What follows belongs to an exercise in optimizing a design on an open flow for small area, a short achievable clock period and few clock cycles; a production flow would make more cautious choices. The RTL was checked by simulation tests, not by an equivalence proof against the original design.

==> inputs of try-pepper <==
## sha256_hasher
module sha256_hasher (
    input  logic         clk,
    input  logic         rst,
    input  logic         in_valid,
    output logic         in_ready,
    input  logic [31:0]  in_data,
    input  logic         in_last,
    input  logic [2:0]   in_bytes,
    output logic [255:0] digest,
    output logic         digest_valid
);
clock: 10.0 ns
lec_check: 0
cap_margin: 20
core_margin: 2
core_utilization: 40
cts_buf_list: sky130_fd_sc_hd__clkbuf_8
setup_slack_margin: 5
slew_margin: 20
run.sh (not shown) runs the stock make flow with config.mk's settings and CLKGATE_MAP_FILE= SYNTH_SCRIPT=/design/flow/synth_recipe.tcl, a recipe that flattens the netlist after the stock synthesis.
==> try-yarrow (differences from try-pepper) <==
--- a/flow/design.v
+++ b/flow/design.v
@@ -44,26 +44,32 @@
     logic [15:0][31:0] w;     
     logic [31:0] a, b, c, e, f, g;
     logic [31:0] hkw, dhkw;   
     logic [31:0] kq;          
     logic [7:0][31:0] hv;     
     logic [255:0] dig;
     logic        want, src_in, avail, shift_src, adv;
+    logic        rot, rot_full, busy;
+    logic [3:0]  rc;          
     logic        t_in, t_tail;
+    assign busy = (rc != 4'd0);
     logic [31:0] src_word;
     logic [1:0]  ps_after_marker;
     logic        f_in, f_tail, f_sched, f61, f62, f63;
     assign t_in   = f_in;
     assign t_tail = f_tail;
     assign want   = !run || t_in || t_tail;
     assign src_in = (ps == P_MSG) && !mpend;
     assign avail  = !src_in || in_valid;
-    assign shift_src = want && avail;
-    assign adv    = run && (!t_in || avail);
-    assign in_ready = want && src_in;
+    assign shift_src = !busy && want && avail;
+    assign adv    = !busy && run && (!t_in || avail);
+    assign rot      = busy || (want && !avail);
+    assign rot_full = !busy && want && !avail &&
+                      (run ? (t_in || k[0]) : k[0]);
+    assign in_ready = !busy && want && src_in;
     assign ps_after_marker = (pp == 4'd13) ? P_LHI : P_ZERO;
     always_comb begin
         src_word = 32'h0;
         if (src_in) begin
             src_word = in_data;
             if (in_last && !in_bytes[2]) begin
                 case (in_bytes[1:0])
@@ -111,23 +117,25 @@
     assign w_in  = sched ? wnew : src_word;
     logic        sel_g, sel_hv, sel_iv, sel_q;
     logic [31:0] p_op, r_op, qh_op, qd_op, hkw_d, dhkw_d;
     assign p_op  = ({32{sel_g}} & g) | ({32{sel_hv}} & hv[7]) | ({32{sel_iv}} & IV[31:0]);
     assign r_op  = ({32{sel_g}} & c) | ({32{sel_hv}} & hv[3]) | ({32{sel_iv}} & IV[159:128]);
     assign qh_op = {32{sel_q}} & hv[0];
     assign qd_op = {32{sel_q}} & hv[4];
-    logic [31:0] pk_s, pk_c, ph_s, ph_c, pd1_s, pd1_c, pd2_s, pd2_c;
-    assign pk_s  = p_op ^ kq ^ w[15];
-    assign pk_c  = {(p_op[30:0] & kq[30:0]) | (p_op[30:0] & w[15][30:0]) | (kq[30:0] & w[15][30:0]), 1'b0};
-    assign ph_s  = pk_s ^ pk_c ^ qh_op;
-    assign ph_c  = {(pk_s[30:0] & pk_c[30:0]) | (pk_s[30:0] & qh_op[30:0]) | (pk_c[30:0] & qh_op[30:0]), 1'b0};
-    assign pd1_s = pk_s ^ pk_c ^ r_op;
-    assign pd1_c = {(pk_s[30:0] & pk_c[30:0]) | (pk_s[30:0] & r_op[30:0]) | (pk_c[30:0] & r_op[30:0]), 1'b0};
-    assign pd2_s = pd1_s ^ pd1_c ^ qd_op;
-    assign pd2_c = {(pd1_s[30:0] & pd1_c[30:0]) | (pd1_s[30:0] & qd_op[30:0]) | (pd1_c[30:0] & qd_op[30:0]), 1'b0};
+    logic [31:0] kh_s, kh_c, kd_s, kd_c, ph_s, ph_c, pd1_s, pd1_c, pd2_s, pd2_c;
+    assign kh_s  = kq ^ w[15] ^ qh_op;
+    assign kh_c  = {(kq[30:0] & w[15][30:0]) | (kq[30:0] & qh_op[30:0]) | (w[15][30:0] & qh_op[30:0]), 1'b0};
+    assign ph_s  = kh_s ^ kh_c ^ p_op;
+    assign ph_c  = {(kh_s[30:0] & kh_c[30:0]) | (kh_s[30:0] & p_op[30:0]) | (kh_c[30:0] & p_op[30:0]), 1'b0};
+    assign kd_s  = kq ^ w[15] ^ qd_op;
+    assign kd_c  = {(kq[30:0] & w[15][30:0]) | (kq[30:0] & qd_op[30:0]) | (w[15][30:0] & qd_op[30:0]), 1'b0};
+    assign pd1_s = kd_s ^ kd_c ^ p_op;
+    assign pd1_c = {(kd_s[30:0] & kd_c[30:0]) | (kd_s[30:0] & p_op[30:0]) | (kd_c[30:0] & p_op[30:0]), 1'b0};
+    assign pd2_s = pd1_s ^ pd1_c ^ r_op;
+    assign pd2_c = {(pd1_s[30:0] & pd1_c[30:0]) | (pd1_s[30:0] & r_op[30:0]) | (pd1_c[30:0] & r_op[30:0]), 1'b0};
     assign hkw_d  = ph_s + ph_c;
     assign dhkw_d = pd2_s + pd2_c;
     logic [31:0] ffa_h, ffe_h, ffa, ffe;
     always_comb begin
         case (t[1:0])
             2'd1:    begin ffa_h = hv[3]; ffe_h = hv[7]; end
             2'd2:    begin ffa_h = hv[2]; ffe_h = hv[6]; end
@@ -168,14 +176,17 @@
                 end else begin
                     k_n = k_inc;
                 end
             end
         end
     end
     always_ff @(posedge clk) begin
+        if (rst)           rc <= '0;
+        else if (busy)     rc <= rc - 4'd1;
+        else if (rot_full) rc <= 4'd15;
         run <= run_n && !rst;
         t   <= t_n;
         k   <= rst ? 2'd0 : k_n;
         kq  <= kc(run_n ? t_n + 6'd1 : 6'd0);
         sel_iv <= run_n && (t_n == 6'd63) && blk_final;
         sel_hv <= !run_n || ((t_n == 6'd63) && !blk_final);
         sel_g  <= run_n && (t_n != 6'd63);
@@ -219,16 +230,15 @@
             if (last_round) blk_final <= 1'b0;
             dvalid <= fin_round;
             if (fin_round)
                 dig <= {a_new, ffa, hv[2], hv[3], e_new, ffe, hv[6], hv[7]};
         end
     end
     always_ff @(posedge clk) begin
-        if (sched || shift_src)
-            w <= {w_in, w[15:1]};
+        w <= {rot ? w[0] : w_in, w[15:1]};
         if (adv || !run) begin
             hkw  <= hkw_d;
             dhkw <= dhkw_d;
         end
     end
     logic sel_rnd, ld_iv;
     assign sel_rnd = adv && !fin_round && !rst;
==> flow/flow/run.sh (new file) <==
#!/bin/bash
set -euo pipefail
bash standard.sh "BUFFER_PORTS_ARGS=-buffer_cell sky130_fd_sc_hd__buf_1" SETUP_SLACK_MARGIN=5.6 finish > orfs_finish.log 2>&1
==> flow/standard.sh (new file) <==
#!/bin/bash
# synth_recipe.tcl (not shown) runs the flow's synth.tcl, then flattens the netlist and writes it again
# the make line also repeats each setting of config.mk as NAME=value (left out here)
make -C /OpenROAD-flow-scripts/flow DESIGN_CONFIG=/design/flow/config.mk WORK_HOME=/design/flow/orfs CLKGATE_MAP_FILE= SYNTH_SCRIPT=/design/flow/synth_recipe.tcl "${@:-finish}"
- PLACE_DENSITY: default -> 0.75
- SETUP_SLACK_MARGIN: 5 -> default
- TNS_END_PERCENT: default -> 0
removed: flow/run.sh
==> run summary <==
Status: try-yarrow complete, no violations; try-pepper complete, no violations
Site Rows: try-yarrow 151; try-pepper 155
Maximum net fanout on the critical path: try-yarrow 6; try-pepper 5
Flip-flop and latch share of the layout cell area: try-yarrow 39.3%; try-pepper 41.5%
Starting Density: try-yarrow 40.2%; try-pepper 40.3%
Worst Path Arrival: try-yarrow 5.96 ns; try-pepper 5.86 ns
Worst Skew: try-yarrow 0.0773 ns; try-pepper 0.0723 ns
Layout Nets: try-yarrow 7767; try-pepper 7705
Final worst-path setup slack: try-yarrow 4.70 ns; try-pepper 4.84 ns
Post-synthesis cell type with the largest combined area: try-yarrow dfxtp_1; try-pepper edfxtp_1
Maximum frequency from static timing analysis: try-yarrow 189 MHz; try-pepper 194 MHz
Portion of synthesized cell area occupied by the leading cell type: try-yarrow 31.0%; try-pepper 34.8%
Post-layout utilization of the core: try-yarrow 46.2%; try-pepper 48.4%
Share of cell area taken by multi-input logic gates: try-yarrow 44.9%; try-pepper 40.6%
Reg-to-reg endpoint: try-yarrow a[26]; try-pepper a[31]
Gp weighted congestion: try-yarrow 1.05; try-pepper 0.986
Count of instances resized after the clock tree is built: try-yarrow 140; try-pepper 326
Die Width: try-yarrow 417 um; try-pepper 428 um
Routed length on met3: try-yarrow 25100 um; try-pepper 21900 um
1st-iter DRT viols: try-yarrow 6515; try-pepper 6055
Worst relative slew slack: try-yarrow 12.8%; try-pepper 19.5%
Prevailing post-synth register cell: try-yarrow dfxtp_1; try-pepper edfxtp_1
Hold-critical path endpoint: try-yarrow w[90]; try-pepper w[370]
Testbench counts of try-pepper, summed over its fixed seeds: cycles 64,216.
Testbench counts of try-yarrow, summed over its fixed seeds: cycles 64,216.

re-timing with driven ports:
In the flow no input, the clock included, has a driving cell. The finished layouts below were timed again as built, in two steps.
Step 1 assumes that a clkbuf_16 drives the clock port and a buf_2 every other input.
Step 2, shift: input delay + t, output delay - t, t = (earliest + latest rising clock arrival at the registers) / 2. This alone moves slack from input paths to output paths.
Three values: no drivers, after step 1, after step 2; two values: the first two.
run | shift t [ns] | slack for setup (ns) | worst setup path at the end
try-pepper | 1.066 | 4.839 / 4.839 / 4.069 | input to register
try-yarrow | 1.026 | 4.704 / 4.704 / 3.728 | input to register
After both steps every run listed still meets setup and hold. The setup slack of try-yarrow, which loses most, moves by 0.000 ns with the drivers and by -0.976 ns with both steps.
